What follows belongs to an exercise in optimizing a design on an open flow for small area and a short achievable clock period; a production flow would make more cautious choices.
In this exercise RTL edits were held to simulation tests only and were not proved equivalent to the original.
Power figures rest on the tool's default switching activity, not on a simulated workload.

### flow/run.sh
#!/bin/bash
# The standard layout, with two changes: no full/half adder cells
# (ADDER_MAP_FILE left empty, so ABC maps the adder logic itself), and plain
# buffers (instead of the slow delay-cell default) buffer the ports.
set -euo pipefail
export BUFFER_PORTS_ARGS="-buffer_cell sky130_fd_sc_hd__buf_2"
bash standard.sh ADDER_MAP_FILE= finish > standard_flow.log 2>&1
### standard.sh
#!/bin/bash
# synth_recipe.tcl (not shown) runs the flow's synth.tcl, then flattens the netlist and writes it again
# the make line also repeats each setting of config.mk as NAME=value (left out here)
make -C /OpenROAD-flow-scripts/flow DESIGN_CONFIG=/design/flow/config.mk WORK_HOME=/design/flow/orfs CLKGATE_MAP_FILE= SYNTH_SCRIPT=/design/flow/synth_recipe.tcl "${@:-finish}"
### config.mk
export PLATFORM = sky130hd
export DESIGN_NAME = alu_top
export DESIGN_NICKNAME = alu_top
export VERILOG_FILES = /design/flow/design.v
export SDC_FILE = /design/flow/constraint.sdc
export NUM_CORES = 4
export LEC_CHECK = 0
export ABC_AREA = 1
export CAP_MARGIN = 20
export CORE_MARGIN = 2
export CORE_UTILIZATION = 40
export SETUP_SLACK_MARGIN = 4.5
export SLEW_MARGIN = 20
### constraint.sdc
create_clock -name core_clock -period 10.5 [get_ports {clk}]
set_input_delay 2.1000 -clock core_clock [delete_from_list [all_inputs] [get_ports {clk}]]
set_output_delay 2.1000 -clock core_clock [all_outputs]
set_load 0.01 [all_outputs]
### design.v
package aluOpPkg;
    typedef enum logic [2-1:0] {
        UNIT_NONE  = 2'b00,
        UNIT_ARITH = 2'b01,
        UNIT_LOGIC = 2'b10,  
        UNIT_BITS  = 2'b11   
    } aluUnit_e;
    typedef enum logic [2+4-1:0] {
        ALU_NOP    = 6'h00,
        ALU_ADD    = 6'h10,
        ALU_SUB    = 6'h11,
        ALU_INCA   = 6'h12,
        ALU_DECA   = 6'h13,
        ALU_NEG    = 6'h14,
        ALU_ABS    = 6'h15,
        ALU_SLT    = 6'h16,
        ALU_SLTU   = 6'h17,
        ALU_MIN    = 6'h18,
        ALU_MINU   = 6'h19,
        ALU_MAX    = 6'h1a,
        ALU_MAXU   = 6'h1b,  
        ALU_AND    = 6'h20,
        ALU_OR     = 6'h21,
        ALU_XOR    = 6'h22,
        ALU_NAND   = 6'h23,
        ALU_NOR    = 6'h24,
        ALU_XNOR   = 6'h25,
        ALU_ANDN   = 6'h26,
        ALU_ORN    = 6'h27,
        ALU_XORN   = 6'h28,
        ALU_NOT    = 6'h29,
        ALU_SLL    = 6'h30,
        ALU_SRL    = 6'h31,
        ALU_SRA    = 6'h32,
        ALU_ROL    = 6'h33,
        ALU_ROR    = 6'h34,
        ALU_CLZ    = 6'h35,
        ALU_CTZ    = 6'h36,
        ALU_PCNT   = 6'h37,
        ALU_BITREV = 6'h38,
        ALU_BSWAP  = 6'h39
    } aluOp_e;
    typedef struct packed {
        aluUnit_e                   unit;
        logic [4-1:0] func;
    } aluOpFields_s;
    typedef union packed {
        aluOp_e       op;
        aluOpFields_s fields;
    } aluOpWord_u;
    localparam int arithFuncCount = 12;
    localparam int logicFuncCount = 10;
    localparam int bitsFuncCount  = 10;
    function automatic logic [2-1:0] unitOf(
            input logic [2+4-1:0] word);
        logic [2-1:0] unit;
        logic [4-1:0] func;
        logic                       known;
        unit = word[4 +: 2];
        func = word[4-1:0];
        case (unit)
            UNIT_ARITH: known = func < arithFuncCount;
            UNIT_LOGIC: known = func < logicFuncCount;
            UNIT_BITS:  known = func < bitsFuncCount;
            default:    known = 1'b0;
        endcase
        unitOf = known ? unit : UNIT_NONE;
    endfunction
endpackage
package aluResultPkg;
    typedef struct packed {
        logic carryOut;    
        logic overflow;
        logic evenParity;  
        logic oddParity;
        logic sign;
        logic zero;
    } aluFlags_s;
    typedef struct packed {
        logic [32-1:0] opA;
        logic [32-1:0] opB;
        logic                  cIn;
        logic [2+4-1:0] op;  
    } aluRequest_s;
    typedef struct packed {
        logic [32-1:0] value;
        logic                  carryOut;
        logic                  overflow;
    } unitResult_s;
    typedef struct packed {
        logic [32-1:0] result;
        aluFlags_s             flags;
        logic                  outValid;
    } aluResponse_s;
endpackage
module alu_top (
    input  logic                       clk,
    input  logic                       reset,
    input  logic                       enable,
    input  logic [2+4-1:0] op,
    input  logic [32-1:0]      opA,
    input  logic [32-1:0]      opB,
    input  logic                       cIn,
    output logic [32-1:0]      result,
    output logic [6-1:0] flags,
    output logic                       outValid
);
    logic [1:0] unit;
    logic [3:0] fn;
    assign unit = op[5:4];
    assign fn   = op[3:0];
    logic isArith, isLogic, isBits;
    assign isArith = (unit == 2'b01) && (fn < 4'd12);
    assign isLogic = (unit == 2'b10) && (fn < 4'd10);
    assign isBits  = (unit == 2'b11) && (fn < 4'd10);
    logic        useB, invY, invX, addC, selP, selG;
    logic [31:0] x, y, p, g, sum;
    logic        cout;
    assign useB = unit[1] ? ~(fn[3] & fn[0]) : (fn[3] | ~(fn[2] ^ fn[1]));
    assign invY = unit[1] ? (fn[3] | fn[2] | (fn[1] & fn[0]))
                          : (fn[3] | (fn[2] & fn[1]) | (~fn[2] & fn[0]));
    assign invX = unit[1] ? (~fn[3] & (fn[2] ? (~fn[1] & ~fn[0]) : (fn[1] & fn[0])))
                          : (~fn[3] & fn[2] & ~fn[1] & (~fn[0] | opA[31]));
    assign addC = fn[3] | (fn[2] ? (fn[1] | ~fn[0] | opA[31])
                                 : (fn[1] ? ~fn[0] : (cIn ^ fn[0])));
    assign selP = isLogic & (fn != 4'd0) & (fn != 4'd4) & (fn != 4'd6);
    assign selG = isLogic & ((fn == 4'd0) | (fn == 4'd1) | (fn == 4'd3) | (fn == 4'd4)
                           | (fn == 4'd6) | (fn == 4'd7));
    assign x = opA ^ {32{invX}};
    assign y = (opB & {32{useB}}) ^ {32{invY}};
    assign p = x ^ y;
    assign g = x & y;
    logic [31:0] G, P;
    always_comb begin
        G = g;
        P = p;
        for (int l = 0; l < 5; l++) begin
            for (int i = 0; i < 32; i++) begin
                if ((i >> l) & 1) begin
                    G[i] = G[i] | (P[i] & G[((i >> l) << l) - 1]);
                    P[i] = P[i] & P[((i >> l) << l) - 1];
                end
            end
        end
    end
    logic [32:0] carry;
    assign carry = {G | (P & {32{addC}}), addC};
    assign sum   = p ^ carry[31:0];
    assign cout  = carry[32];
    logic addCarry, addOvf;
    assign addCarry = (fn[3:2] == 2'b00) & (cout ^ fn[0]);
    assign addOvf   = ((fn[3:2] == 2'b00) | (fn == 4'd5))
                    & (x[31] == y[31]) & (sum[31] != x[31]);
    logic ltFlip, pickFlip, lt, pickA;
    assign ltFlip   = ~fn[0] & (opA[31] ^ opB[31]);
    assign pickFlip = ltFlip ^ fn[1];
    assign lt       = ~(cout ^ ltFlip);
    assign pickA    = ~(cout ^ pickFlip);
    logic [31:0] logicRes;
    assign logicRes = ({32{selP}} & p) | ({32{selG}} & g);
    logic        left, revIn, isRot, fill;
    logic [4:0]  r;
    logic [31:0] rev, xin, rot, shiftRes, bswap;
    assign left  = (fn == 4'd0) | (fn == 4'd3);
    assign revIn = left | (fn == 4'd5) | (fn == 4'd8);
    assign isRot = (fn == 4'd3) | (fn == 4'd4);
    assign fill  = (fn == 4'd2) & opA[31];
    assign r     = (fn == 4'd8) ? 5'd0 : opB[4:0];
    always_comb begin
        for (int i = 0; i < 32; i++) rev[i] = opA[31-i];
        for (int i = 0; i < 4; i++) bswap[8*i +: 8] = opA[24-8*i +: 8];
    end
    assign xin = revIn ? rev : opA;
    always_comb begin
        logic [31:0] t, n;
        t = xin;
        for (int k = 0; k < 5; k++) begin
            for (int i = 0; i < 32; i++) begin
                if (i + (1 << k) < 32)
                    n[i] = r[k] ? t[i + (1 << k)] : t[i];
                else
                    n[i] = r[k] ? (isRot ? t[i + (1 << k) - 32] : fill) : t[i];
            end
            t = n;
        end
        rot = t;
        for (int i = 0; i < 32; i++) shiftRes[i] = left ? rot[31-i] : rot[i];
    end
    logic [5:0] tz;
    always_comb begin
        logic [15:0] v16;
        logic [7:0]  v8;
        logic [3:0]  v4;
        logic [1:0]  v2;
        logic        z16, z8, z4, z2, z1, zAll;
        z16 = ~|xin[15:0];
        v16 = z16 ? xin[31:16] : xin[15:0];
        z8  = ~|v16[7:0];
        v8  = z8 ? v16[15:8] : v16[7:0];
        z4  = ~|v8[3:0];
        v4  = z4 ? v8[7:4] : v8[3:0];
        z2  = ~|v4[1:0];
        v2  = z2 ? v4[3:2] : v4[1:0];
        z1  = ~v2[0];
        zAll = z16 & ~|xin[31:16];
        tz = zAll ? 6'd32 : {1'b0, z16, z8, z4, z2, z1};
    end
    logic [5:0] pc;
    always_comb begin
        logic s0, c0, s1, c1, s2, c2, s3, c3, s4, c4, s5, c5, s6, c6, s7, c7, s8, c8, s9, c9, s10, c10, s11, c11, s12, c12, s13, c13, s14, c14, s15, c15, s16, c16, s17, c17, s18, c18, s19, c19, s20, c20, s21, c21, s22, c22, s23, c23, s24, c24, s25, c25;
        s0 = opA[0] ^ opA[10] ^ opA[11];
        c0 = (opA[0] & opA[10]) | (opA[0] & opA[11]) | (opA[10] & opA[11]);
        s1 = opA[12] ^ opA[13] ^ opA[14];
        c1 = (opA[12] & opA[13]) | (opA[12] & opA[14]) | (opA[13] & opA[14]);
        s2 = opA[15] ^ opA[16] ^ opA[17];
        c2 = (opA[15] & opA[16]) | (opA[15] & opA[17]) | (opA[16] & opA[17]);
        s3 = opA[18] ^ opA[19] ^ opA[1];
        c3 = (opA[18] & opA[19]) | (opA[18] & opA[1]) | (opA[19] & opA[1]);
        s4 = opA[20] ^ opA[21] ^ opA[22];
        c4 = (opA[20] & opA[21]) | (opA[20] & opA[22]) | (opA[21] & opA[22]);
        s5 = opA[23] ^ opA[24] ^ opA[25];
        c5 = (opA[23] & opA[24]) | (opA[23] & opA[25]) | (opA[24] & opA[25]);
        s6 = opA[26] ^ opA[27] ^ opA[28];
        c6 = (opA[26] & opA[27]) | (opA[26] & opA[28]) | (opA[27] & opA[28]);
        s7 = opA[29] ^ opA[2] ^ opA[30];
        c7 = (opA[29] & opA[2]) | (opA[29] & opA[30]) | (opA[2] & opA[30]);
        s8 = opA[31] ^ opA[3] ^ opA[4];
        c8 = (opA[31] & opA[3]) | (opA[31] & opA[4]) | (opA[3] & opA[4]);
        s9 = opA[5] ^ opA[6] ^ opA[7];
        c9 = (opA[5] & opA[6]) | (opA[5] & opA[7]) | (opA[6] & opA[7]);
        s10 = opA[8] ^ opA[9] ^ s0;
        c10 = (opA[8] & opA[9]) | (opA[8] & s0) | (opA[9] & s0);
        s11 = s1 ^ s2 ^ s3;
        c11 = (s1 & s2) | (s1 & s3) | (s2 & s3);
        s12 = s4 ^ s5 ^ s6;
        c12 = (s4 & s5) | (s4 & s6) | (s5 & s6);
        s13 = s7 ^ s8 ^ s9;
        c13 = (s7 & s8) | (s7 & s9) | (s8 & s9);
        s14 = s10 ^ s11 ^ s12;
        c14 = (s10 & s11) | (s10 & s12) | (s11 & s12);
        s15 = c0 ^ c1 ^ c2;
        c15 = (c0 & c1) | (c0 & c2) | (c1 & c2);
        s16 = c3 ^ c4 ^ c5;
        c16 = (c3 & c4) | (c3 & c5) | (c4 & c5);
        s17 = c6 ^ c7 ^ c8;
        c17 = (c6 & c7) | (c6 & c8) | (c7 & c8);
        s18 = c9 ^ c10 ^ c11;
        c18 = (c9 & c10) | (c9 & c11) | (c10 & c11);
        s19 = c12 ^ c13 ^ s15;
        c19 = (c12 & c13) | (c12 & s15) | (c13 & s15);
        s20 = s16 ^ s17 ^ c14;
        c20 = (s16 & s17) | (s16 & c14) | (s17 & c14);
        s21 = s18 ^ s19 ^ s20;
        c21 = (s18 & s19) | (s18 & s20) | (s19 & s20);
        s22 = c15 ^ c16 ^ c17;
        c22 = (c15 & c16) | (c15 & c17) | (c16 & c17);
        s23 = c18 ^ c19 ^ s22;
        c23 = (c18 & c19) | (c18 & s22) | (c19 & s22);
        s24 = s23 ^ c20 ^ c21;
        c24 = (s23 & c20) | (s23 & c21) | (c20 & c21);
        s25 = c22 ^ c23 ^ c24;
        c25 = (c22 & c23) | (c22 & c24) | (c23 & c24);
        pc = {1'b0, c25, s25, s24, s21, s13} + {1'b0, 1'b0, 1'b0, 1'b0, 1'b0, s14};
    end
    logic [31:0] bitsRes;
    always_comb begin
        case (fn)
            4'd5, 4'd6: bitsRes = {26'd0, tz};
            4'd7:       bitsRes = {26'd0, pc};
            4'd9:       bitsRes = bswap;
            default:    bitsRes = shiftRes;
        endcase
    end
    logic [31:0] early, value;
    logic        known, selArith, selSum, selSlt, selMM, selMinA, selMinB, selBits, load;
    assign selArith = isArith & ~reset;
    assign selSum   = selArith & ((fn[3:2] == 2'b00) | (fn[3:1] == 3'b010));
    assign selSlt   = selArith & (fn[3:1] == 3'b011);
    assign selMM    = selArith & fn[3];
    assign selMinA  = pickA ? selMM : 1'b0;
    assign selMinB  = pickA ? 1'b0 : selMM;
    assign selBits  = isBits & ~reset;
    assign known    = (isArith | isLogic | isBits) & ~reset;
    assign early    = ({32{selSum}} & sum)
                    | ({32{~reset}} & logicRes)
                    | ({32{selBits}}  & bitsRes);
    assign value    = early | ({32{selMinA}} & opA) | ({32{selMinB}} & opB)
                    | {31'd0, selSlt & lt};
    assign load     = enable | reset;
    logic carryQ, ovfQ, knownQ;
    always_ff @(posedge clk) begin
        outValid <= enable & ~reset;
        if (load) begin
            result <= value;
            carryQ <= selArith & addCarry;
            ovfQ   <= selArith & addOvf;
            knownQ <= known;
        end
    end
    logic oddQ;
    assign oddQ  = ^result;
    assign flags = {carryQ, ovfQ, knownQ & ~oddQ, oddQ, result[31], knownQ & ~|result};
endmodule
==> metrics.md, run 1 <==
| Metric | Value |
|---|---|
| Worst stage delay on the critical path | 580 ps |
| Initial Utilization | 40.9% |
| VDD IR max | 242 uV |
| Clock power share | 10.9% |
| Total vias in the final route | 13300 |
| Top-count cell post-synth | nand2_1 |
| Fin. max-slew vios | 0 |
| Total number of yosys warnings | 1 |
| DR iter-0 viols | 1432 |
| Syn_area_per_cell | 5.33 um2 |
| Crit-path slowest cell | clkinvlp_2 |
| CTS tree | built |
| Net Count, Synth | 2017 |
| RSZ-0062 raised after global routing | true |
| Sw Share | 55.9% |
| GRT Total Usage | 32.4% |
| Combinational Power Share | 74.1% |
| Max frequency | 0.175 GHz |
| Initial antenna violation count | 0 |
| CTS Hold Buffers Added | 0 |
| DRT Wirelength | 45.4 mm |
| DR vias/cell | 5.76 |
| Pint | 0.593 mW |
| Top cell type's share of synthesized area | 23.1% |
| Hold WC Path Type | in -> reg |
| Largest area contributor in the netlist | nand2_1 |
| Clk sink count | 36 |
| Die width | 165 um |
| Synth cell count leaders | nand2_1, o21ai_0, nand3_1, inv_1, nor2_1 |
| Largest net degree at the start of global routing | 65 |
| Crit-path max FO | 34 |
| Final Setup Violations | 0 |
| Clock Path Buffers | 2 |
| Aggregate negative setup slack | 0 ps |
| First-pass GRT wire length | 66.5 mm |
| LEAKAGE | 5.50 nW |
| Fill count | 2852 |
| Net Switching | 0.751 mW |
| DRT Pass-1 Iters | 6 |
| Slew @ Worst Pin | 1010 ps |
| Power Density | 119 nW/um2 |
| Root buf cell | clkbuf_16 |
| Period utilisation layout | 54.6% |
| Post-DP HPWL | 34.8 mm |
| Area growth syn-to-layout | 9.20% |
| Core area | 25300 um2 |
| Crit path DAT | 5880 ps |
| TritonCTS Buffers | 5 |
| Post-synth cell types | 53 |
| Startpoint types | input pin |
| H-Tree Level Count | 2 |
| Area contributors post-synth | nand2_1, o21ai_0, edfxtp_1, nand3_1, inv_1 |
| Sequential area share after synthesis | 10.3% |
| Minimum clock period | 5730 ps |
| Sequential share of power | 15.0% |
| Buf+Inv Stages, Crit Path | 5 |
| Die Height | 165 um |
| Die area | 27200 um2 |
| Drt drc | 0 |
| I/O pin total | 113 |
| Vias in the first global route | 11600 |
| Post-synthesis cell count | 1943 |
| Max Cap Viol | 0 |
| Final Power | 1.34 mW |
| # rows | 58 |
| Worst relative slew slack | 32.4% |
| IO Port Bufs | 112 |
| Hold Vio Cnt, Final | 0 |
| Crit path max-delay family | simple AND/OR/NAND/NOR gates |
| WS Path Type | in -> reg |
| Most common cell on crit path | nand2_1 |
| Routed Antenna Nets | 0 |
| Crit-path cells | buf_2 > inv_2 > nor2_1 > nand2_2 > nand2_1 > buf_4 > clkinvlp_2 > nand2_1 > nand2_1 > o21ai_0 > o21ai_0 > nand2_1 > inv_1 > o21ai_0 > nand2_1 > a31oi_1 > o21ai_0 > nand4_1 |
| Worst Setup End Kind | flip-flop |
| Syn Std Cell Area | 10400 um2 |
| Grt ovf | 0 |
| Clk pin slew, worst setup/hold paths | 60 ps |
| Primary FF master, synth | edfxtp_1 |
| Async SR Flop Fraction | 0% |
| WP data required | 10650 ps |
| #FFs+latches synth | 36 |
| Fin nets | 2061 |
| Outcome | timing/DRC/antenna clean |
| Routability cong. | 0.985 |
| Avg WL per Cell | 19.6 um |
| EDFF count, synth | 35 |
| Fraction of layout cells with a size suffix above 1 | 11.4% |
[layout make-up]
type	instances	area [um2]	area share, %
antenna	1	2.50	0.0221
clock buffer	5	125	1.11
clock inverter	3	18.8	0.166
inverter	200	757	6.69
multi-input combinational	1611	8180	72.3
sequential	36	1070	9.46
tap	330	413	3.65
timing repair buffer	132	748	6.61
timing repair inverter	1	5.00	0.0442
[what timing repair did]
| item | CTS | global route |
|---|---|---|
| setup buffers | 0 | 3 |
| resized for setup | 15 | 27 |
| endpoints found under the setup margin | 33 | 33 |
| pin swaps | 2 | 3 |
| cloned | 2 | 3 |
| hold endpoints to repair | 0 | 0 |
[metrics by stage]
step / area (um2) / setup slack, ps / cells / hold slack (ps) / util (%)
final: 11300 / 4770 / 2319 / 2050 / 44.7
after global routing: 11300 / 4450 / 2318 / 2100 / 44.7
after CTS: 11200 / 4500 / 2312 / 2050 / 44.2
after detailed placement: 11000 / 3130 / 2302 / 2340 / 43.3
after global placement: 11000 / 3030 / 2302 / 2330 / 43.3
after floorplan: 10400 / 5610 / 1943 / 2170 / -
[routing by layer]
metal	vias up	global-route usage, %	routed length, um
li1	6488	-	-
met5	-	0	0
met3	132	7.28	5240
met1	5971	42.1	18300
met2	756	52.3	19900
met4	0	12.1	2040
[flip-flops by register name, indices dropped and copies added (netlist names)]
name      cells
carryQ        1
result       32
knownQ        1
ovfQ          1
outValid      1
[path summary, 6_finish.rpt]
check / startpoint / endpoint / slack, ps / depth (start not counted)
setup / recovery: op[3] / result[1] / 4770 / 18
hold / removal: enable / outValid / 2050 / 3
[cell usage in the layout, fill, tap and decap left out, drive strengths merged, types with 29 or more instances in the layout]
master / n
a21oi: 86
o21ai: 243
nand3: 198
inv: 195
o22ai: 29
edfxtp: 35
xnor2: 59
xor2: 67
nand2: 648
nor2: 151
buf: 131
nand4: 45
[logic make-up after synthesis]
kind of cell | Yosys count | share of synthesized area, %
simple gates | 1078 | 44.5
compound gates | 394 | 20.6
buf+inv | 299 | 12.1
xor+xnor | 126 | 11.4
flops | 36 | 10.3
mux | 10 | 0.966
[power groups by stage]
stage	Sequential, mW	Combinational (mW)	Clock (mW)
floorplan	0.205	0.732	0
global placement	0.203	0.944	0
detailed placement	0.203	0.953	0
CTS	0.200	0.963	0.147
global route	0.202	1.10	0.154
finish	0.201	0.996	0.147
==> run 2, diff against run 1 <==
--- a/design.v
+++ b/design.v
@@ -134,19 +134,26 @@
     always_comb begin
         G = g;
         P = p;
+        G[0] = g[0] | (p[0] & addC);
         for (int l = 0; l < 5; l++) begin
             for (int i = 0; i < 32; i++) begin
-                if ((i >> l) & 1) begin
-                    G[i] = G[i] | (P[i] & G[((i >> l) << l) - 1]);
-                    P[i] = P[i] & P[((i >> l) << l) - 1];
+                if ((i % (2 << l)) == (2 << l) - 1) begin
+                    G[i] = G[i] | (P[i] & G[i - (1 << l)]);
+                    P[i] = P[i] & P[i - (1 << l)];
                 end
             end
         end
-    end
-    logic [32:0] carry;
-    assign carry = {G | (P & {32{addC}}), addC};
-    assign sum   = p ^ carry[31:0];
-    assign cout  = carry[32];
+        for (int l = 3; l >= 0; l--) begin
+            for (int i = 0; i < 32; i++) begin
+                if ((i % (2 << l)) == (1 << l) - 1 && i >= (2 << l)) begin
+                    G[i] = G[i] | (P[i] & G[i - (1 << l)]);
+                    P[i] = P[i] & P[i - (1 << l)];
+                end
+            end
+        end
+    end
+    assign sum  = p ^ {G[30:0], addC};
+    assign cout = G[31];
     logic addCarry, addOvf;
     assign addCarry = (fn[3:2] == 2'b00) & (cout ^ fn[0]);
     assign addOvf   = ((fn[3:2] == 2'b00) | (fn == 4'd5))
@@ -207,60 +214,15 @@
     end
     logic [5:0] pc;
     always_comb begin
-        logic s0, c0, s1, c1, s2, c2, s3, c3, s4, c4, s5, c5, s6, c6, s7, c7, s8, c8, s9, c9, s10, c10, s11, c11, s12, c12, s13, c13, s14, c14, s15, c15, s16, c16, s17, c17, s18, c18, s19, c19, s20, c20, s21, c21, s22, c22, s23, c23, s24, c24, s25, c25;
-        s0 = opA[0] ^ opA[10] ^ opA[11];
-        c0 = (opA[0] & opA[10]) | (opA[0] & opA[11]) | (opA[10] & opA[11]);
-        s1 = opA[12] ^ opA[13] ^ opA[14];
-        c1 = (opA[12] & opA[13]) | (opA[12] & opA[14]) | (opA[13] & opA[14]);
-        s2 = opA[15] ^ opA[16] ^ opA[17];
-        c2 = (opA[15] & opA[16]) | (opA[15] & opA[17]) | (opA[16] & opA[17]);
-        s3 = opA[18] ^ opA[19] ^ opA[1];
-        c3 = (opA[18] & opA[19]) | (opA[18] & opA[1]) | (opA[19] & opA[1]);
-        s4 = opA[20] ^ opA[21] ^ opA[22];
-        c4 = (opA[20] & opA[21]) | (opA[20] & opA[22]) | (opA[21] & opA[22]);
-        s5 = opA[23] ^ opA[24] ^ opA[25];
-        c5 = (opA[23] & opA[24]) | (opA[23] & opA[25]) | (opA[24] & opA[25]);
-        s6 = opA[26] ^ opA[27] ^ opA[28];
-        c6 = (opA[26] & opA[27]) | (opA[26] & opA[28]) | (opA[27] & opA[28]);
-        s7 = opA[29] ^ opA[2] ^ opA[30];
-        c7 = (opA[29] & opA[2]) | (opA[29] & opA[30]) | (opA[2] & opA[30]);
-        s8 = opA[31] ^ opA[3] ^ opA[4];
-        c8 = (opA[31] & opA[3]) | (opA[31] & opA[4]) | (opA[3] & opA[4]);
-        s9 = opA[5] ^ opA[6] ^ opA[7];
-        c9 = (opA[5] & opA[6]) | (opA[5] & opA[7]) | (opA[6] & opA[7]);
-        s10 = opA[8] ^ opA[9] ^ s0;
-        c10 = (opA[8] & opA[9]) | (opA[8] & s0) | (opA[9] & s0);
-        s11 = s1 ^ s2 ^ s3;
-        c11 = (s1 & s2) | (s1 & s3) | (s2 & s3);
-        s12 = s4 ^ s5 ^ s6;
-        c12 = (s4 & s5) | (s4 & s6) | (s5 & s6);
-        s13 = s7 ^ s8 ^ s9;
-        c13 = (s7 & s8) | (s7 & s9) | (s8 & s9);
-        s14 = s10 ^ s11 ^ s12;
-        c14 = (s10 & s11) | (s10 & s12) | (s11 & s12);
-        s15 = c0 ^ c1 ^ c2;
-        c15 = (c0 & c1) | (c0 & c2) | (c1 & c2);
-        s16 = c3 ^ c4 ^ c5;
-        c16 = (c3 & c4) | (c3 & c5) | (c4 & c5);
-        s17 = c6 ^ c7 ^ c8;
-        c17 = (c6 & c7) | (c6 & c8) | (c7 & c8);
-        s18 = c9 ^ c10 ^ c11;
-        c18 = (c9 & c10) | (c9 & c11) | (c10 & c11);
-        s19 = c12 ^ c13 ^ s15;
-        c19 = (c12 & c13) | (c12 & s15) | (c13 & s15);
-        s20 = s16 ^ s17 ^ c14;
-        c20 = (s16 & s17) | (s16 & c14) | (s17 & c14);
-        s21 = s18 ^ s19 ^ s20;
-        c21 = (s18 & s19) | (s18 & s20) | (s19 & s20);
-        s22 = c15 ^ c16 ^ c17;
-        c22 = (c15 & c16) | (c15 & c17) | (c16 & c17);
-        s23 = c18 ^ c19 ^ s22;
-        c23 = (c18 & c19) | (c18 & s22) | (c19 & s22);
-        s24 = s23 ^ c20 ^ c21;
-        c24 = (s23 & c20) | (s23 & c21) | (c20 & c21);
-        s25 = c22 ^ c23 ^ c24;
-        c25 = (c22 & c23) | (c22 & c24) | (c23 & c24);
-        pc = {1'b0, c25, s25, s24, s21, s13} + {1'b0, 1'b0, 1'b0, 1'b0, 1'b0, s14};
+        logic [1:0] p2 [16];
+        logic [2:0] p3 [8];
+        logic [3:0] p4 [4];
+        logic [4:0] p5 [2];
+        for (int i = 0; i < 16; i++) p2[i] = {1'b0, opA[2*i]} + {1'b0, opA[2*i+1]};
+        for (int i = 0; i < 8; i++)  p3[i] = {1'b0, p2[2*i]} + {1'b0, p2[2*i+1]};
+        for (int i = 0; i < 4; i++)  p4[i] = {1'b0, p3[2*i]} + {1'b0, p3[2*i+1]};
+        for (int i = 0; i < 2; i++)  p5[i] = {1'b0, p4[2*i]} + {1'b0, p4[2*i+1]};
+        pc = {1'b0, p5[0]} + {1'b0, p5[1]};
     end
     logic [31:0] bitsRes;
     always_comb begin
--- a/config.mk
+++ b/config.mk
@@ -9,5 +9,5 @@
 export CAP_MARGIN = 20
 export CORE_MARGIN = 2
 export CORE_UTILIZATION = 40
-export SETUP_SLACK_MARGIN = 4.5
+export SETUP_SLACK_MARGIN = 5
 export SLEW_MARGIN = 20
==> metrics.md, run 2 <==
| Metric | Value |
|---|---|
| Synth cell count leaders | nand2_1, o21ai_0, inv_1, nor2_1, nand3_1 |
| Fin nets | 2020 (-2.0%) |
| Grt ovf | 0 (unchanged) |
| Total vias in the final route | 13200 (-1.1%) |
| Fraction of layout cells with a size suffix above 1 | 20.7% (+9.3 points) |
| Minimum clock period | 5430 ps (-301 ps) |
| Total number of yosys warnings | 5 (+4) |
| Fill count | 2552 (-11%) |
| Startpoint types | input pin |
| # rows | 56 (-3.4%) |
| Area growth syn-to-layout | 26.4% |
| GRT Total Usage | 33.4% (+1.1 points) |
| IO Port Bufs | 112 (unchanged) |
| Most frequent cells in the layout | nand2_1, o21ai_0, inv_1 |
| Net Count, Synth | 1899 (-5.9%) |
| Drt drc | 0 (unchanged) |
| Slew @ Worst Pin | 936 ps (-74.8 ps) |
| Primary FF master, synth | edfxtp_1 |
| Post-DP HPWL | 33.7 mm (-3.2%) |
| VDD IR max | 106 uV (-56%) |
| Sequential area share after synthesis | 11.1% (+0.76 points) |
| Aggregate negative setup slack | 0 ps (unchanged) |
| Hold WC Path Type | in -> reg |
| Max Cap Viol | 0 (unchanged) |
| TritonCTS Buffers | 5 (unchanged) |
| Outcome | timing/DRC/antenna clean |
| Setup ws final | 5070 ps (+301 ps) |
| Die Height | 159 um (-3.4%) |
| Syn Std Cell Area | 9660 um2 (-6.8%) |
| Routability cong. | 1.04 (+5.1%) |
| Initial antenna violation count | 1 (+1) |
| Vias in the first global route | 11400 (-1.7%) |
| EDFF count, synth | 35 (unchanged) |
| First-pass GRT wire length | 66.4 mm (about the same) |
| Area contributors post-synth | nand2_1, edfxtp_1, o21ai_0, inv_1, nand3_1 |
| I/O pin total | 113 (unchanged) |
| Fin. max-slew vios | 0 (unchanged) |
| Hold Vio Cnt, Final | 0 (unchanged) |
| Routed Antenna Nets | 0 (unchanged) |
| Final hold slack | 2040 ps (-14.8 ps) |
| Die width | 159 um (-3.4%) |
| Die area | 25400 um2 (-6.7%) |
| Max reg flops | 32 (unchanged) |
| Syn_area_per_cell | 5.29 um2 (-0.82%) |
| #FFs+latches synth | 36 (unchanged) |
| DR vias/cell | 5.83 (+1.2%) |
| LEAKAGE | 5.86 nW (+6.5%) |
| Initial Utilization | 40.9% (about the same) |
| H-Tree Level Count | 2 (unchanged) |
| Largest net degree at the start of global routing | 41 (-37%) |
| Largest Register | result |
| WP data required | 10470 ps (-180 ps) |
| Commonest non-fill, non-tap cell in the layout | nand2_1 |
| Top-count cell post-synth | nand2_1 |
| Clock Path Buffers | 2 (unchanged) |
| Post-synthesis cell count | 1825 (-6.1%) |
| Period utilisation layout | 51.7% (-2.9 points) |
| Top cell type's share of synthesized area | 24.3% (+1.2 points) |
| Worst relative slew slack | 37.5% (+5.2 points) |
| Largest area contributor in the netlist | nand2_1 |
| Final Setup Violations | 0 (unchanged) |
| RSZ-0062 raised after global routing | true |
| Avg WL per Cell | 20.5 um (+4.5%) |
| Post-synth cell types | 60 (+13%) |
| Crit path DAT | 5390 ps (-490 ps) |
| DRT Pass-1 Iters | 8 (+2) |
| DR iter-0 viols | 1548 (+8.1%) |
| Async SR Flop Fraction | 0% (unchanged) |
| WS Path Type | in -> reg |
| CTS tree | built |
| Clk pin slew, worst setup/hold paths | 50 ps (about the same) |
| Worst Setup End Kind | flip-flop |
| Setup WS pre-CTS | 3310 ps (+181 ps) |
| Crit-path max FO | 16 (-53%) |
| Max frequency | 0.184 GHz (+5.6%) |
| Power Density | 111 nW/um2 (-6.1%) |
| Clk sink count | 36 (unchanged) |
| DRT Wirelength | 46.4 mm (+2.1%) |
| Core area | 23600 um2 (-6.8%) |
| Root buf cell | clkbuf_16 |
run 2: cell count changes after synthesis, sizes merged, moves of 12 or more:
cell and delta:
nand4 -30, nand3 -86, inv +13, o21ai +27
o2111ai +12, nand2 -17, nor2 -23, xor2 -14
run 2: kinds of logic after synthesis:
kind of cell    Yosys count  share of synthesized area (%)
compound gates          449                           25.8
xor+xnor                103                           9.65
buf+inv                 295                           12.4
flops                    36                           11.1
mux                      15                           1.55
simple gates            927                           39.5
run 2: stage by stage:
step                area, um2  power (mW)  instances  utilization [%]
floorplan                9660       0.839       1825                -
global placement        10300        1.05       2188             43.7
detailed placement      10300        1.05       2188             43.7
CTS                     11100        1.26       2220             46.8
global route            12200        1.46       2266             51.7
finish                  12200        1.36       2267             51.7
run 2: report_power, final:
part | switching (mW) | internal (mW) | total [mW]
Sequential | 0.0173 | 0.180 | 0.198
Combinational | 0.649 | 0.344 | 0.992
Clock | 0.0586 | 0.112 | 0.170
Total | 0.724 | 0.636 | 1.36
run 2: final timing paths:
| path | from | end | depth (start not counted) |
|---|---|---|---|
| max | op[3] | result[23] | 27 |
| min | enable | outValid | 3 |
run 2: routing by layer:
metal,share of wire [%],vias up,wire length (um),track usage (%)
met1,40,5985,18500,44.4
met3,11,150,5070,5.63
met2,44,799,20200,53.7
met4,5.6,0,2580,13.8
li1,-,6272,-,-
met5,0,-,0,0
run 2: final cells by class:
| class | instances | area [um2] | area share (%) |
|---|---|---|---|
| diodes | 1 | 2.50 | 0.0205 |
| multi-input cells | 1505 | 8320 | 68.2 |
| flip-flops and latches | 36 | 1070 | 8.78 |
| clock inverters | 2 | 35.0 | 0.287 |
| repair buffers | 181 | 1340 | 11.0 |
| well taps | 319 | 399 | 3.27 |
| inverters | 213 | 873 | 7.16 |
| repair inverters | 4 | 35.0 | 0.287 |
| clock buffers | 6 | 129 | 1.06 |
run 2: worst max-delay path, stage by stage:
cell and delay (ps):
clkbuf_4 160, inv_4 110, nand2_4 100, nor2_4 170
a21oi_4 60, o21ai_4 220, buf_6 150, clkbuf_16 150
buf_4 130, xor2_1 170, inv_2 70, nand2_1 70
inv_2 70, nor2_4 190, nand2_2 90, nor3_2 110
inv_1 90, nor2_2 160, nand3_2 110, nand2_4 140
inv_4 60, nand2_4 80, nand2_4 110, nand2_8 150
inv_8 100, nand2_1 70, nand4_1 200
run 2: repair_timing:
action                     in CTS  in global routing
gates resized for setup        79                193
pin swaps                       7                 45
hold buffers                    0                  0
setup buffers                  14                 37
cloned                         10                  9
setup endpoints to repair      34                 33
==> run 3, diff against run 2 <==
--- a/design.v
+++ b/design.v
@@ -120,9 +120,8 @@
     assign invY = unit[1] ? (fn[3] | fn[2] | (fn[1] & fn[0]))
                           : (fn[3] | (fn[2] & fn[1]) | (~fn[2] & fn[0]));
     assign invX = unit[1] ? (~fn[3] & (fn[2] ? (~fn[1] & ~fn[0]) : (fn[1] & fn[0])))
-                          : (~fn[3] & fn[2] & ~fn[1] & (~fn[0] | opA[31]));
-    assign addC = fn[3] | (fn[2] ? (fn[1] | ~fn[0] | opA[31])
-                                 : (fn[1] ? ~fn[0] : (cIn ^ fn[0])));
+                          : (~fn[3] & fn[2] & ~fn[1]);
+    assign addC = fn[3] | fn[2] | (fn[1] ? ~fn[0] : (cIn ^ fn[0]));
     assign selP = isLogic & (fn != 4'd0) & (fn != 4'd4) & (fn != 4'd6);
     assign selG = isLogic & ((fn == 4'd0) | (fn == 4'd1) | (fn == 4'd3) | (fn == 4'd4)
                            | (fn == 4'd6) | (fn == 4'd7));
@@ -234,12 +233,13 @@
         endcase
     end
     logic [31:0] early, value;
-    logic        known, selArith, selSum, selSlt, selMM, selMinA, selMinB, selBits, load;
+    logic        known, selArith, selSum, selSlt, selMM, selAbsA, selMinA, selMinB, selBits, load;
     assign selArith = isArith & ~reset;
-    assign selSum   = selArith & ((fn[3:2] == 2'b00) | (fn[3:1] == 3'b010));
+    assign selSum   = selArith & ((fn[3:2] == 2'b00) | (fn == 4'd4) | ((fn == 4'd5) & opA[31]));
+    assign selAbsA  = selArith & (fn == 4'd5) & ~opA[31];
     assign selSlt   = selArith & (fn[3:1] == 3'b011);
     assign selMM    = selArith & fn[3];
-    assign selMinA  = pickA ? selMM : 1'b0;
+    assign selMinA  = (pickA ? selMM : 1'b0) | selAbsA;
     assign selMinB  = pickA ? 1'b0 : selMM;
     assign selBits  = isBits & ~reset;
     assign known    = (isArith | isLogic | isBits) & ~reset;
--- a/config.mk
+++ b/config.mk
@@ -9,5 +9,5 @@
 export CAP_MARGIN = 20
 export CORE_MARGIN = 2
 export CORE_UTILIZATION = 40
-export SETUP_SLACK_MARGIN = 5
+export SETUP_SLACK_MARGIN = 4.5
 export SLEW_MARGIN = 20
==> metrics.md, run 3 <==
| Metric | Value |
|---|---|
| Initial antenna violation count | 1 (unchanged) |
| Period utilisation layout | 55.1% (+3.4 points) |
| Net Count, Synth | 1932 (+1.7%) |
| Clk pin slew, worst setup/hold paths | 60 ps (about the same) |
| Non-Filler Cell Area, Final | 10800 um2 (-11%) |
| Power Density | 118 nW/um2 (+5.7%) |
| GRT Total Usage | 31.9% (-1.5 points) |
| Post-synthesis cell count | 1858 (+1.8%) |
| Max frequency | 0.173 GHz (-6.2%) |
| Synth cell count leaders | nand2_1, o21ai_0, inv_1, nand3_1, nor2_1 |
| Syn Std Cell Area | 9760 um2 (+1.1%) |
| #FFs+latches synth | 36 (unchanged) |
| Fraction of layout cells with a size suffix above 1 | 11.0% (-9.8 points) |
| VDD IR max | 186 uV (+76%) |
| Vias in the first global route | 10900 (-4.2%) |
| DR vias/cell | 5.69 (-2.4%) |
| Crit-path max FO | 33 (+17) |
| Worst relative slew slack | 36.9% (-0.64 points) |
| Fin nets | 1980 (-2.0%) |
| DRT Pass-1 Iters | 6 (-2) |
| Aggregate negative setup slack | 0 ps (unchanged) |
| Buf+Inv Stages, Crit Path | 3 (-7) |
| First-pass GRT wire length | 63.9 mm (-3.9%) |
| Async SR Flop Fraction | 0% (unchanged) |
| Die Height | 160 um (+0.52%) |
| # rows | 57 (+1.8%) |
| RSZ-0062 raised after global routing | false |
| Largest Register | result |
| Slew @ Worst Pin | 946 ps (+9.55 ps) |
| H-Tree Level Count | 2 (unchanged) |
| Commonest non-fill, non-tap cell in the layout | nand2_1 |
| Clock Path Buffers | 2 (unchanged) |
| DR iter-0 viols | 1341 (-13%) |
| EDFF count, synth | 35 (unchanged) |
| Crit path DAT | 5800 ps (+410 ps) |
| Fin. max-slew vios | 0 (unchanged) |
| WS Path Type | in -> reg |
| Clk sink count | 36 (unchanged) |
| Die width | 160 um (+0.52%) |
| Hold Vio Cnt, Final | 0 (unchanged) |
| Final hold slack | 2030 ps (-4.59 ps) |
| Final core utilization | 45.0% (-6.7 points) |
| Worst Setup End Kind | flip-flop |
| Initial Utilization | 40.5% (-0.41 points) |
| Hold WC Path Type | in -> reg |
| Crit-path slowest cell | o21ai_0 |
| Grt ovf | 0 (unchanged) |
| # diodes | 0 (-1) |
| CTS Hold Buffers Added | 0 (unchanged) |
| CTS tree | built |
| Area growth syn-to-layout | 11.1% |
| I/O pin total | 113 (unchanged) |
| Max Cap Viol | 0 (unchanged) |
| TritonCTS Buffers | 5 (unchanged) |
| Crit. Startpoint | op[1] |
| Worst stage delay on the critical path | 380 ps (+160 ps) |
| Die area | 25700 um2 (+1.1%) |
| Avg WL per Cell | 19.3 um (-5.5%) |
| Outcome | timing/DRC/antenna clean |
| Hold Startpoint | enable |
| Primary FF master, synth | edfxtp_1 |
| Largest area contributor in the netlist | nand2_1 |
| Core area | 24100 um2 (+2.1%) |
| LEAKAGE | 5.28 nW (-9.9%) |
| Top-count cell post-synth | nand2_1 |
| Placed cell area | 10400 um2 (+0.61%) |
| IO Port Bufs | 112 (unchanged) |
| Crit path max-delay family | compound AO/OA/AOI/OAI gates |
| Sequential area share after synthesis | 11.0% (-0.12 points) |
| Crit-path cells | buf_2 > inv_2 > nor2_2 > nor2_4 > nand2_8 > nand3_4 > clkbuf_16 > nand2_1 > o21ai_1 > o21ai_0 > mux2i_1 > o21ai_0 > o21ai_0 > o21ai_0 > o21ai_0 > a21oi_1 > o21ai_0 > a32oi_1 > o2111ai_1 |
| Minimum clock period | 5790 ps (+358 ps) |
| Final Setup Violations | 0 (unchanged) |
| Largest net degree at the start of global routing | 67 (+63%) |
| Total vias in the final route | 12700 (-3.9%) |
| Final Power | 1.28 mW (-6.1%) |
| Top cell type's share of synthesized area | 25.3% (+1.0 points) |
| Total number of yosys warnings | 5 (unchanged) |
| Root buf cell | clkbuf_16 |
| Routed Antenna Nets | 0 (unchanged) |
| DRT Wirelength | 43.2 mm (-7.0%) |
| Drt drc | 0 (unchanged) |
| Max reg flops | 32 (unchanged) |
| Area contributors post-synth | nand2_1, o21ai_0, edfxtp_1, inv_1, nand3_1 |
| Routability cong. | 0.999 (-3.5%) |
| Post-DP HPWL | 33.7 mm (-0.13%) |
| Most frequent cells in the layout | nand2_1, o21ai_0, inv_1 |
| Post-synth cell types | 56 (-6.7%) |
| Most common cell on crit path | o21ai_0 |
| Startpoint types | input pin |
| Syn_area_per_cell | 5.25 um2 (-0.72%) |
| WP data required | 10510 ps (+40 ps) |
[run 3: report_power, final]
group	switching (mW)	total, mW	leakage, nW	internal [mW]
registers	0.0199	0.200	0.385	0.180
logic	0.591	0.886	4.80	0.295
clock network	0.0650	0.190	0.0901	0.125
total	0.676	1.28	5.28	0.601
[run 3: cell type report]
type | count | area, um2
Fill cell | 2750 | 13300
Inverter | 209 | 798
Sequential cell | 36 | 1070
Multi-Input combinational cell | 1525 | 7610
Clock inverter | 1 | 30.0
Timing Repair inverter | 1 | 7.51
Clock buffer | 7 | 153
Tap cell | 324 | 405
Timing Repair Buffer | 128 | 761
[run 3: path summary, 6_finish.rpt]
kind	endpoint	cells after the start
max	result[8]	19
min	outValid	3
[run 3: cells by family (layout without fill, tap and decap cells)]
family                 after synthesis  count (layout)  synth area share (%)
AND/OR/NAND/NOR                    980             980                  41.7
AO/OA/AOI/OAI                      431             431                  24.1
buffers and inverters              297             346                  12.7
XOR/XNOR                            99              99                  9.04
flip-flops                          36              36                  11.0
multiplexers                        15              15                  1.54
[run 3: per-layer routing]
metal	part of all wire (%)	global-route usage, %	up-vias
li1	-	-	6186
met1	41	42.4	5653
met2	44	51.7	725
met3	11	5.27	121
met4	4.8	12.5	2
met5	0.023	0	-
[run 3: tightest hold or removal path, stage by stage]
cell and delay, ps:
buf_2 80, inv_1 40, nor2_1 70
[run 3: metrics by stage]
step                worst slack [ps]  cells
CTS                             4490   2226
detailed placement              3540   2218
global route                    4510   2231
finish                          4710   2231
floorplan                       5390   1858
global placement                3400   2218
[run 3: repair_timing]
action                                 CTS  global route
resized for setup                       21            63
buffers inserted                         0             2
pin swaps                                0             3
endpoints found under the hold margin    0             0
setup endpoints to repair               31            33
cloned                                   0             3
==> run 4, diff against run 3 <==
--- a/config.mk
+++ b/config.mk
@@ -8,6 +8,6 @@
 export ABC_AREA = 1
 export CAP_MARGIN = 20
 export CORE_MARGIN = 2
-export CORE_UTILIZATION = 40
+export CORE_UTILIZATION = 50
 export SETUP_SLACK_MARGIN = 4.5
 export SLEW_MARGIN = 20
==> metrics.md, run 4 <==
| Metric | Value |
|---|---|
| H-Tree Level Count | 2 (unchanged) |
| Fin. max-slew vios | 0 (unchanged) |
| Initial antenna violation count | 0 (-1) |
| Initial Utilization | 50.5% (+10 points) |
| Worst Setup End Kind | flip-flop |
| Placed cell area | 10300 um2 (-0.72%) |
| Fraction of layout cells with a size suffix above 1 | 11.1% (+0.16 points) |
| RSZ-0062 raised after global routing | true |
| TritonCTS Buffers | 5 (unchanged) |
| Top-count cell post-synth | nand2_1 |
| EDFF count, synth | 35 (unchanged) |
| Syn_area_per_cell | 5.25 um2 (unchanged) |
| Post-synthesis cell count | 1858 (unchanged) |
| Post-synth cell types | 56 (unchanged) |
| CTS Hold Buffers Added | 0 (unchanged) |
| WP data required | 10660 ps (+150 ps) |
| WL met1 | 17.0 mm (-3.2%) |
| Vias in the first global route | 10900 (-0.52%) |
| Most frequent cells in the layout | nand2_1, o21ai_0, inv_1 |
| Largest area contributor in the netlist | nand2_1 |
| Hold Vio Cnt, Final | 0 (unchanged) |
| Routed Antenna Nets | 0 (unchanged) |
| Crit-path slowest cell | o21ai_0 |
| I/O pin total | 113 (unchanged) |
| Commonest non-fill, non-tap cell in the layout | nand2_1 |
| # diodes | 0 (unchanged) |
| Max reg flops | 32 (unchanged) |
| Synth cell count leaders | nand2_1, o21ai_0, inv_1, nand3_1, nor2_1 |
| Largest net degree at the start of global routing | 67 (unchanged) |
| Total vias in the final route | 12700 (+0.24%) |
| Max Cap Viol | 0 (unchanged) |
| Area contributors post-synth | nand2_1, o21ai_0, edfxtp_1, inv_1, nand3_1 |
| Non-Filler Cell Area, Final | 10700 um2 (-1.1%) |
| Worst stage delay on the critical path | 670 ps (+290 ps) |
| Die width | 144 um (-10%) |
| Period utilisation layout | 55.9% (+0.75 points) |
| Routed wl met3 | 4.47 mm (-4.2%) |
| Slew @ Worst Pin | 934 ps (-12.0 ps) |
| DR iter-0 viols | 1536 (+15%) |
| Primary FF master, synth | edfxtp_1 |
| Fill count | 2135 (-22%) |
| Area growth syn-to-layout | 9.83% |
| Async SR Flop Fraction | 0% (unchanged) |
| Crit path DAT | 6020 ps (+220 ps) |
| Total number of yosys warnings | 5 (unchanged) |
| Final Setup Violations | 0 (unchanged) |
| Outcome | timing/DRC/antenna clean |
| VDD IR max | 80.6 uV (-57%) |
| Aggregate negative setup slack | 0 ps (unchanged) |
| #FFs+latches synth | 36 (unchanged) |
| Minimum clock period | 5860 ps (+79.3 ps) |
| Hold Path Depth | 3 (unchanged) |
| Drt drc | 0 (unchanged) |
| Core area | 19300 um2 (-20%) |
| Root buf cell | clkbuf_16 |
| Clk pin slew, worst setup/hold paths | 60 ps (about the same) |
| Sequential area share after synthesis | 11.0% (unchanged) |
| Clock Path Buffers | 2 (unchanged) |
| First-pass GRT wire length | 62.2 mm (-2.6%) |
| Syn Std Cell Area | 9760 um2 (unchanged) |
| Hold WC Path Type | in -> reg |
| Most common cell on crit path | o21ai_0 |
| Post-DP HPWL | 33.1 mm (-1.6%) |
| # rows | 51 (-11%) |
| DR top layer | met4 |
| LEAKAGE | 5.27 nW (-0.20%) |
| Worst relative slew slack | 37.6% (+0.72 points) |
| Die area | 20700 um2 (-20%) |
| CTS tree | built |
| DR vias/cell | 5.86 (+3.0%) |
| Hold worst-path end | outValid |
| Routability cong. | 1.06 (+6.0%) |
| Crit-path cells | buf_2 > inv_2 > nor2_2 > nor2_4 > nand2_8 > nand3_4 > buf_12 > o21ai_0 > nand2_1 > o21ai_0 > nand2_1 > o21ai_0 > o21ai_0 > o21ai_0 > o21ai_0 > o21ai_0 > a21oi_1 > a21oi_1 > a21oi_1 > nand4_1 |
| Power Density | 117 nW/um2 (-0.95%) |
| Grt ovf | 0 (unchanged) |
| DRT Pass-1 Iters | 8 (+2) |
| Multi-input gate area in the final layout | 7620 um2 (+0.13%) |
| Fin nets | 1980 (unchanged) |
| Max frequency | 0.171 GHz (-1.4%) |
| WS Path Type | in -> reg |
| Clk sink count | 36 (unchanged) |
| Largest Register | result |
| Hold Startpoint | enable |
| GRT Total Usage | 39.5% (+7.5 points) |
| Net Count, Synth | 1932 (unchanged) |
| DRT Wirelength | 42.2 mm (-2.2%) |
| Avg WL per Cell | 19.4 um (+0.49%) |
| Crit-path max FO | 33 (unchanged) |
| Die Height | 144 um (-10%) |
| Startpoint types | input pin |
| IO Port Bufs | 112 (unchanged) |
| Register Area | 1070 um2 (unchanged) |
| DR WL met2 | 18.4 mm (-1.9%) |
| Top cell type's share of synthesized area | 25.3% (unchanged) |
==> run 4: cell counts after synthesis <==
No cell type changed its count.
==> run 4: cell families after synthesis <==
family	share of synthesized area (%)
AOI/OAI and AO/OA	24.1
xor gates and xnor gates	9.04
buffers and inverters	12.7
DFF	11.0
muxes	1.54
and+or+nand+nor	41.7
==> run 4: where the power goes <==
| part | internal (mW) | switching (mW) |
|---|---|---|
| Clock | 0.0877 | 0.0680 |
| Combinational | 0.295 | 0.600 |
| Sequential | 0.180 | 0.0199 |
| Total | 0.563 | 0.688 |
==> run 4: worst max-delay path by stage <==
stage,startpoint,endpoint,cells past startpoint
floorplan,op[1],result[31],25
global placement,op[0],result[1],25
detailed placement,op[0],result[1],25
CTS,op[1],result[1],25
global route,op[0],result[0],26
finish,op[1],result[26],20
==> run 4: layout make-up <==
cell class                      instances  share of cell area, %
Timing Repair Buffer                  129                   7.05
Inverter                              209                   7.41
Clock buffer                            5                   1.17
Multi-Input combinational cell       1525                   71.1
Clock inverter                          3                  0.175
Tap cell                              265                   3.09
Sequential cell                        36                   9.99
==> run 4: routing by layer <==
layer	global-route usage, %	vias to the layer above
met4	18.5	0
met3	6.50	144
met1	52.7	5672
met5	0	-
met2	62.0	707
li1	-	6195
==> run 4: metrics by stage <==
stage / setup WS (ps) / cells / hold WS, ps / power, mW / utilization [%]
6_report: 4640 / 2172 / 2030 / 1.25 / 55.4
5_1_grt: 4450 / 2172 / 2070 / 1.36 / 55.4
4_1_cts: 4470 / 2168 / 2030 / 1.21 / 54.3
3_5_place_dp: 3560 / 2160 / 2330 / 1.05 / 53.4
3_3_place_gp: 3410 / 2160 / 2320 / 1.05 / 53.4
2_1_floorplan: 5390 / 1858 / 2220 / 0.839 / -
==> run 4: worst max-delay path, delay by kind of cell <==
family          cells  cell delay (ps)
buf+inv             3              500
compound gates     10             2480
simple gates        7              920
==> run 4: what timing repair did <==
item | 4_1_cts | 5_1_grt
setup endpoints to repair | 31 | 33
hold endpoints to repair | 0 | 0
pin swaps | 1 | 2
gates cloned | 0 | 2
buffers inserted | 0 | 2
resized for setup | 22 | 52
==> run 5, diff against run 4 <==
--- a/config.mk
+++ b/config.mk
@@ -8,6 +8,6 @@
 export ABC_AREA = 1
 export CAP_MARGIN = 20
 export CORE_MARGIN = 2
-export CORE_UTILIZATION = 50
-export SETUP_SLACK_MARGIN = 4.5
+export CORE_UTILIZATION = 40
+export SETUP_SLACK_MARGIN = 4.2
 export SLEW_MARGIN = 20
==> metrics.md, run 5 <==
| Metric | Value |
|---|---|
| Outcome | timing/DRC/antenna clean |
| Power Density | 119 nW/um2 (+1.9%) |
| First-pass GRT wire length | 63.9 mm (+2.7%) |
| Period utilisation layout | 57.8% (+2.0 points) |
| GRT Total Usage | 31.9% (-7.6 points) |
| Slew @ Worst Pin | 951 ps (+17.4 ps) |
| Max frequency | 0.165 GHz (-3.4%) |
| DR vias/cell | 5.64 (-3.7%) |
| Post-synth cell types | 56 (unchanged) |
| EDFF count, synth | 35 (unchanged) |
| Final Setup Violations | 0 (unchanged) |
| Fraction of layout cells with a size suffix above 1 | 9.73% (-1.4 points) |
| Crit-path max FO | 66 (+100%) |
| Top-count cell post-synth | nand2_1 |
| VDD IR max | 186 uV (+130%) |
| Post-DP HPWL | 33.7 mm (+1.7%) |
| Core area | 24100 um2 (+25%) |
| Setup WS pre-CTS | 3540 ps (-28.8 ps) |
| Die width | 160 um (+11%) |
| Largest Register | result |
| Clk sink count | 36 (unchanged) |
| Largest net degree at the start of global routing | 67 (unchanged) |
| Most frequent cells in the layout | nand2_1, o21ai_0, inv_1 |
| I/O pin total | 113 (unchanged) |
| Post-synthesis cell count | 1858 (unchanged) |
| Startpoint types | input pin |
| Inst Count DP | 2218 (+2.7%) |
| Max reg flops | 32 (unchanged) |
| Commonest non-fill, non-tap cell in the layout | nand2_1 |
| Setup ws final | 4430 ps (-210 ps) |
| Routability cong. | 0.999 (-5.6%) |
| Initial antenna violation count | 1 (+1) |
| Top cell type's share of synthesized area | 25.3% (unchanged) |
| CTS tree | built |
| Worst Setup End Kind | flip-flop |
| Die area | 25700 um2 (+24%) |
| WS Path Type | in -> reg |
| Max Cap Viol | 0 (unchanged) |
| RSZ-0062 raised after global routing | true |
| Vias in the first global route | 10900 (+0.17%) |
| Die Height | 160 um (+11%) |
| H-Tree Level Count | 2 (unchanged) |
| Crit path DAT | 6110 ps (+90 ps) |
| Non-filler cells, final | 2227 (+2.5%) |
| TritonCTS Buffers | 5 (unchanged) |
| Async SR Flop Fraction | 0% (unchanged) |
| Final hold slack | 2030 ps (+3.92 ps) |
| Primary FF master, synth | edfxtp_1 |
| DRT Pass-1 Iters | 6 (-2) |
| Worst relative slew slack | 36.5% (-1.1 points) |
| Largest area contributor in the netlist | nand2_1 |
| Avg WL per Cell | 19.2 um (-1.4%) |
| Clk pin slew, worst setup/hold paths | 60 ps (about the same) |
| # rows | 57 (+12%) |
| Postcts setup bufs | 0 (unchanged) |
| Multi-input gate area in the final layout | 7500 um2 (-1.6%) |
| DR iter-0 viols | 1297 (-16%) |
| Clock Path Buffers | 2 (unchanged) |
| Hold WC Path Type | in -> reg |
| Routed Antenna Nets | 0 (unchanged) |
| Root buf cell | clkbuf_16 |
| IO Port Bufs | 112 (unchanged) |
| Grt ovf | 0 (unchanged) |
| Minimum clock period | 6070 ps (+210 ps) |
| Area contributors post-synth | nand2_1, o21ai_0, edfxtp_1, inv_1, nand3_1 |
| #FFs+latches synth | 36 (unchanged) |
| CTS Hold Buffers Added | 0 (unchanged) |
| Hold Vio Cnt, Final | 0 (unchanged) |
| DRT Wirelength | 42.7 mm (+1.1%) |
| Drt drc | 0 (unchanged) |
| Total number of yosys warnings | 5 (unchanged) |
| Register Area | 1070 um2 (unchanged) |
| Final core utilization | 44.1% (-11 points) |
| WP data required | 10530 ps (-130 ps) |
| Syn Std Cell Area | 9760 um2 (unchanged) |
| Syn_area_per_cell | 5.25 um2 (unchanged) |
| Sequential area share after synthesis | 11.0% (unchanged) |
| Area growth syn-to-layout | 8.87% |
| Initial Utilization | 40.5% (-10 points) |
| Fill count | 2767 (+30%) |
| LEAKAGE | 5.22 nW (-0.82%) |
| Fin. max-slew vios | 0 (unchanged) |
| Synth cell count leaders | nand2_1, o21ai_0, inv_1, nand3_1, nor2_1 |
| Total vias in the final route | 12600 (-1.3%) |
| Net Count, Synth | 1932 (unchanged) |
| Aggregate negative setup slack | 0 ps (unchanged) |
| Fin nets | 1975 (-0.25%) |
run 5: final timing paths:
check / start / end / slack (ps) / depth (start not counted)
hold / removal: enable / outValid / 2030 / 3
setup / recovery: op[0] / result[1] / 4430 / 25
run 5: cell type report:
| class | instances | area share, % |
|---|---|---|
| Sequential cell | 36 | 10.1 |
| Antenna cell | 1 | 0.0236 |
| Timing Repair Buffer | 124 | 6.31 |
| Clock inverter | 1 | 0.283 |
| Multi-Input combinational cell | 1525 | 70.6 |
| Tap cell | 324 | 3.82 |
| Clock buffer | 7 | 1.44 |
| Inverter | 209 | 7.43 |
run 5: through the flow:
step	instance area (um2)	total power, mW
finish	10600	1.26
global route	10600	1.37
CTS	10600	1.24
detailed placement	10400	1.05
global placement	10400	1.05
floorplan	9760	0.839
run 5: worst max-delay path: stages:
cell	delay, ps
buf_2	170
inv_1	120
nor2_2	210
nor2_2	100
nand2_4	250
nand3_2	170
buf_12	230
o21ai_1	340
nand4_1	170
nor2_1	170
nand2_2	170
inv_2	210
nand2_1	70
nand2_1	70
nand2_1	50
nor2_1	240
nand2_1	160
o21ai_0	220
nand3_1	130
nand3_1	150
nand3_1	80
inv_1	70
o21ai_1	150
a21oi_1	180
nand3_1	80
run 5: routing by layer:
layer	vias to the layer above	global-route usage (%)	part of all wire, %
met5	-	0	0
met4	0	12.5	4.3
met3	102	5.25	10
met2	665	51.9	44
met1	5614	42.2	41
li1	6176	-	-
run 5: cells by family (layout without fill, tap and decap cells):
family / Yosys count / in the layout / share of synthesized area (%)
AO/OA/AOI/OAI: 431 / 431 / 24.1
XOR/XNOR: 99 / 99 / 9.04
other: 0 / 1 / 0
flip-flops: 36 / 36 / 11.0
AND/OR/NAND/NOR: 980 / 980 / 41.7
multiplexers: 15 / 15 / 1.54
buffers and inverters: 297 / 341 / 12.7
run 5: report_power, final:
group	switching, mW	internal, mW	leakage (nW)	total [mW]
registers	0.0198	0.180	0.385	0.200
clock network	0.0654	0.125	0.0901	0.191
logic	0.585	0.288	4.75	0.872
total	0.670	0.594	5.22	1.26
run 5: timing repair:
action	CTS	global route
pin swaps	0	0
endpoints found under the setup margin	6	32
resized for setup	5	32
==> run 6, diff against run 5 <==
--- a/design.v
+++ b/design.v
@@ -194,22 +194,35 @@
     end
     logic [5:0] tz;
     always_comb begin
-        logic [15:0] v16;
-        logic [7:0]  v8;
-        logic [3:0]  v4;
-        logic [1:0]  v2;
-        logic        z16, z8, z4, z2, z1, zAll;
-        z16 = ~|xin[15:0];
-        v16 = z16 ? xin[31:16] : xin[15:0];
-        z8  = ~|v16[7:0];
-        v8  = z8 ? v16[15:8] : v16[7:0];
-        z4  = ~|v8[3:0];
-        v4  = z4 ? v8[7:4] : v8[3:0];
-        z2  = ~|v4[1:0];
-        v2  = z2 ? v4[3:2] : v4[1:0];
-        z1  = ~v2[0];
-        zAll = z16 & ~|xin[31:16];
-        tz = zAll ? 6'd32 : {1'b0, z16, z8, z4, z2, z1};
+        logic [31:0] v1;
+        logic [15:0] v2;
+        logic [7:0]  v4;
+        logic [3:0]  v8;
+        logic [1:0]  v16;
+        logic [0:0]  c2  [16];
+        logic [1:0]  c4  [8];
+        logic [2:0]  c8  [4];
+        logic [3:0]  c16 [2];
+        logic [4:0]  c32;
+        v1 = xin;
+        for (int i = 0; i < 16; i++) begin
+            v2[i] = v1[2*i] | v1[2*i+1];
+            c2[i] = ~v1[2*i];
+        end
+        for (int i = 0; i < 8; i++) begin
+            v4[i] = v2[2*i] | v2[2*i+1];
+            c4[i] = v2[2*i] ? {1'b0, c2[2*i]} : {1'b1, c2[2*i+1]};
+        end
+        for (int i = 0; i < 4; i++) begin
+            v8[i] = v4[2*i] | v4[2*i+1];
+            c8[i] = v4[2*i] ? {1'b0, c4[2*i]} : {1'b1, c4[2*i+1]};
+        end
+        for (int i = 0; i < 2; i++) begin
+            v16[i] = v8[2*i] | v8[2*i+1];
+            c16[i] = v8[2*i] ? {1'b0, c8[2*i]} : {1'b1, c8[2*i+1]};
+        end
+        c32 = v16[0] ? {1'b0, c16[0]} : {1'b1, c16[1]};
+        tz  = (v16[0] | v16[1]) ? {1'b0, c32} : 6'd32;
     end
     logic [5:0] pc;
     always_comb begin
--- a/config.mk
+++ b/config.mk
@@ -9,5 +9,5 @@
 export CAP_MARGIN = 20
 export CORE_MARGIN = 2
 export CORE_UTILIZATION = 40
-export SETUP_SLACK_MARGIN = 4.2
+export SETUP_SLACK_MARGIN = 4.5
 export SLEW_MARGIN = 20
==> metrics.md, run 6 <==
| Metric | Value |
|---|---|
| Outcome | timing/DRC/antenna clean |
| WS Path Type | in -> reg |
| Syn Std Cell Area | 9680 um2 (-0.86%) |
| # rows | 56 (-1.8%) |
| Worst stage delay on the critical path | 380 ps (+40 ps) |
| DR iter-0 viols | 1527 (+18%) |
| Initial Utilization | 41.0% (+0.49 points) |
| EDFF count, synth | 35 (unchanged) |
| Placed cell area | 10300 um2 (-0.54%) |
| Hold Vio Cnt, Final | 0 (unchanged) |
| Final Setup Violations | 0 (unchanged) |
| Initial antenna violation count | 0 (-1) |
| Vias in the first global route | 10900 (+0.38%) |
| DRT Wirelength | 42.0 mm (-1.5%) |
| Syn_area_per_cell | 5.28 um2 (+0.49%) |
| Clk pin slew, worst setup/hold paths | 50 ps (about the same) |
| Fill count | 2640 (-4.6%) |
| Total number of yosys warnings | 9 (+4) |
| Area contributors post-synth | nand2_1, o21ai_0, edfxtp_1, inv_1, nand3_1 |
| Root buf cell | clkbuf_16 |
| RSZ-0062 raised after global routing | false |
| Non-Filler Cell Area, Final | 10600 um2 (-0.20%) |
| Grt ovf | 0 (unchanged) |
| Non-filler cells, final | 2203 (-1.1%) |
| Power Density | 118 nW/um2 (-0.92%) |
| Area growth syn-to-layout | 9.60% |
| Crit-path max FO | 64 (-3.0%) |
| Most frequent cells in the layout | nand2_1, o21ai_0, inv_1 |
| #FFs+latches synth | 36 (unchanged) |
| Async SR Flop Fraction | 0% (unchanged) |
| Die area | 25400 um2 (-0.84%) |
| Core area | 23600 um2 (-2.0%) |
| Post-synth cell types | 59 (+5.4%) |
| Top-count cell post-synth | nand2_1 |
| Final core utilization | 44.9% (+0.83 points) |
| Crit-path slowest cell | o21ai_0 |
| Max Cap Viol | 0 (unchanged) |
| Worst relative slew slack | 38.2% (+1.7 points) |
| LEAKAGE | 5.20 nW (-0.42%) |
| Max reg flops | 32 (unchanged) |
| VDD IR max | 136 uV (-27%) |
| Most common cell on crit path | o21ai_0 |
| Avg WL per Cell | 19.1 um (-0.42%) |
| TritonCTS Buffers | 5 (unchanged) |
| Multi-input gate area in the final layout | 7410 um2 (-1.2%) |
| Primary FF master, synth | edfxtp_1 |
| Routed Antenna Nets | 0 (unchanged) |
| Aggregate negative setup slack | 0 ps (unchanged) |
| Die width | 160 um (-0.42%) |
| GRT Total Usage | 31.6% (-0.29 points) |
| Clk sink count | 36 (unchanged) |
| CTS tree | built |
| Largest Register | result |
| WP data required | 10650 ps (+120 ps) |
| Synth cell count leaders | nand2_1, o21ai_0, inv_1, nor2_1, nand3_1 |
| Post-synthesis cell count | 1833 (-1.3%) |
| Net Count, Synth | 1907 (-1.3%) |
| Clock Path Buffers | 2 (unchanged) |
| Post-DP HPWL | 33.6 mm (-0.25%) |
| CTS Hold Buffers Added | 0 (unchanged) |
| Max frequency | 0.174 GHz (+5.7%) |
| H-Tree Level Count | 2 (unchanged) |
| Largest net degree at the start of global routing | 65 (-3.0%) |
| Minimum clock period | 5750 ps (-328 ps) |
| Top cell type's share of synthesized area | 24.4% (-0.94 points) |
| Worst Setup End Kind | flip-flop |
| Hold WC Path Type | in -> reg |
| Fin nets | 1957 (-0.91%) |
| Fraction of layout cells with a size suffix above 1 | 10.1% (+0.41 points) |
| Commonest non-fill, non-tap cell in the layout | nand2_1 |
| DR vias/cell | 5.65 (+0.18%) |
| Period utilisation layout | 54.7% (-3.1 points) |
| Routability cong. | 1.03 (+2.8%) |
| IO Port Bufs | 112 (unchanged) |
| DRT Pass-1 Iters | 6 (unchanged) |
| First-pass GRT wire length | 63.6 mm (-0.42%) |
| Final Power | 1.25 mW (-1.1%) |
| Fin. max-slew vios | 0 (unchanged) |
| Crit path DAT | 5900 ps (-210 ps) |
| Die Height | 160 um (-0.42%) |
| Register Area | 1070 um2 (unchanged) |
| Crit-path cells | buf_2 > inv_1 > nor2_2 > nor2_1 > nand2_1 > buf_12 > nand3_2 > buf_12 > nand2_1 > o21ai_1 > inv_1 > o21ai_0 > inv_1 > o21ai_0 > o21ai_0 > o21ai_0 > o21ai_0 > o21ai_1 > o21ai_0 > a21oi_1 > a21oi_1 > nand4_1 |
| I/O pin total | 113 (unchanged) |
| Slew @ Worst Pin | 924 ps (-27.2 ps) |
| Largest area contributor in the netlist | nand2_1 |
| # diodes | 0 (-1) |
| Startpoint types | input pin |
| Total vias in the final route | 12400 (-0.90%) |
| Drt drc | 0 (unchanged) |
| Inst Count DP | 2192 (-1.2%) |
| Sequential area share after synthesis | 11.1% (+0.095 points) |
==> run 6: layer usage <==
metal,global-route usage (%),routed length (um),up-vias
met5,0,0,-
met4,8.93,1280,0
met3,3.20,4120,75
met2,51.0,18500,627
met1,44.6,18100,5638
li1,-,-,6104
==> run 6: worst paths after layout <==
kind	slack, ps	cells after the start	from	to
max	4750	22	op[0]	result[14]
min	2040	3	enable	outValid
==> run 6: layout make-up <==
cell class / count / share of cell area (%)
clock buffer: 8 / 1.47
inverter: 217 / 7.82
multi-input combinational: 1494 / 69.9
sequential: 36 / 10.1
tap: 319 / 3.76
timing repair buffer: 128 / 6.84
timing repair inverter: 1 / 0.0708
==> run 6: logic make-up (layout without fill, tap and decap cells) <==
logic type,count (synthesis),after routing,share of synthesized area [%]
compound gates,444,444,25.4
flops,36,36,11.1
buf+inv,303,354,12.8
mux,16,16,1.66
simple gates,934,934,39.6
xor+xnor,100,100,9.44
==> run 6: metrics by stage <==
stage / setup WS (ps) / hold slack (ps)
floorplan: 5400 / 2220
global placement: 3950 / 2330
detailed placement: 3990 / 2330
CTS: 4510 / 2030
global route: 4500 / 2060
finish: 4750 / 2040
==> run 6: critical path, delay by kind of cell <==
| family | cells | cell delay (ps) |
|---|---|---|
| buffers and inverters | 6 | 930 |
| AOI/OAI and AO/OA | 10 | 2140 |
| and+or+nand+nor | 6 | 710 |
==> run 6: repair_timing <==
item	in CTS	in global routing
resized for setup	5	55
setup endpoints to repair	30	33
cloned	0	1
buffers inserted	0	2
pin swaps	0	0
==> run 6: power by group <==
part | internal (mW) | leakage (nW) | switching, mW | total, mW
logic | 0.294 | 4.74 | 0.588 | 0.881
registers | 0.180 | 0.385 | 0.0201 | 0.201
clock network | 0.101 | 0.0772 | 0.0660 | 0.167

static timing again, ports no longer ideal:
Ports are ideal in the flow. The routed layouts listed here were re-timed in OpenROAD. Step 1, drivers: a clkbuf_16 drives clk and a buf_2 each remaining input, both assumed. Step 2, shift: input delay + t, output delay - t, t = (earliest + latest rising clock arrival at the registers) / 2. This alone moves slack from input paths to output paths. Slacks: ideal ports / drivers / drivers and shift; pairs: ideal ports / drivers.
run | shift t [ns] | setup slack, ns | slew at the worst register clock pin (ns)
run 1 | 0.322 | 4.771 / 4.782 / 4.460 | 0.06 / 0.06
run 2 | 0.321 | 5.072 / 5.088 / 4.767 | 0.06 / 0.06
run 3 | 0.328 | 4.715 / 4.731 / 4.403 | 0.07 / 0.07
run 4 | 0.333 | 4.635 / 4.655 / 4.323 | 0.07 / 0.07
run 5 | 0.328 | 4.426 / 4.445 / 4.117 | 0.07 / 0.07
run 6 | 0.333 | 4.754 / 4.773 / 4.440 | 0.07 / 0.07
After both steps every run listed still meets setup and hold. The setup slack of run 6, which loses most, moves by +0.019 ns with the drivers and by -0.314 ns with both steps.
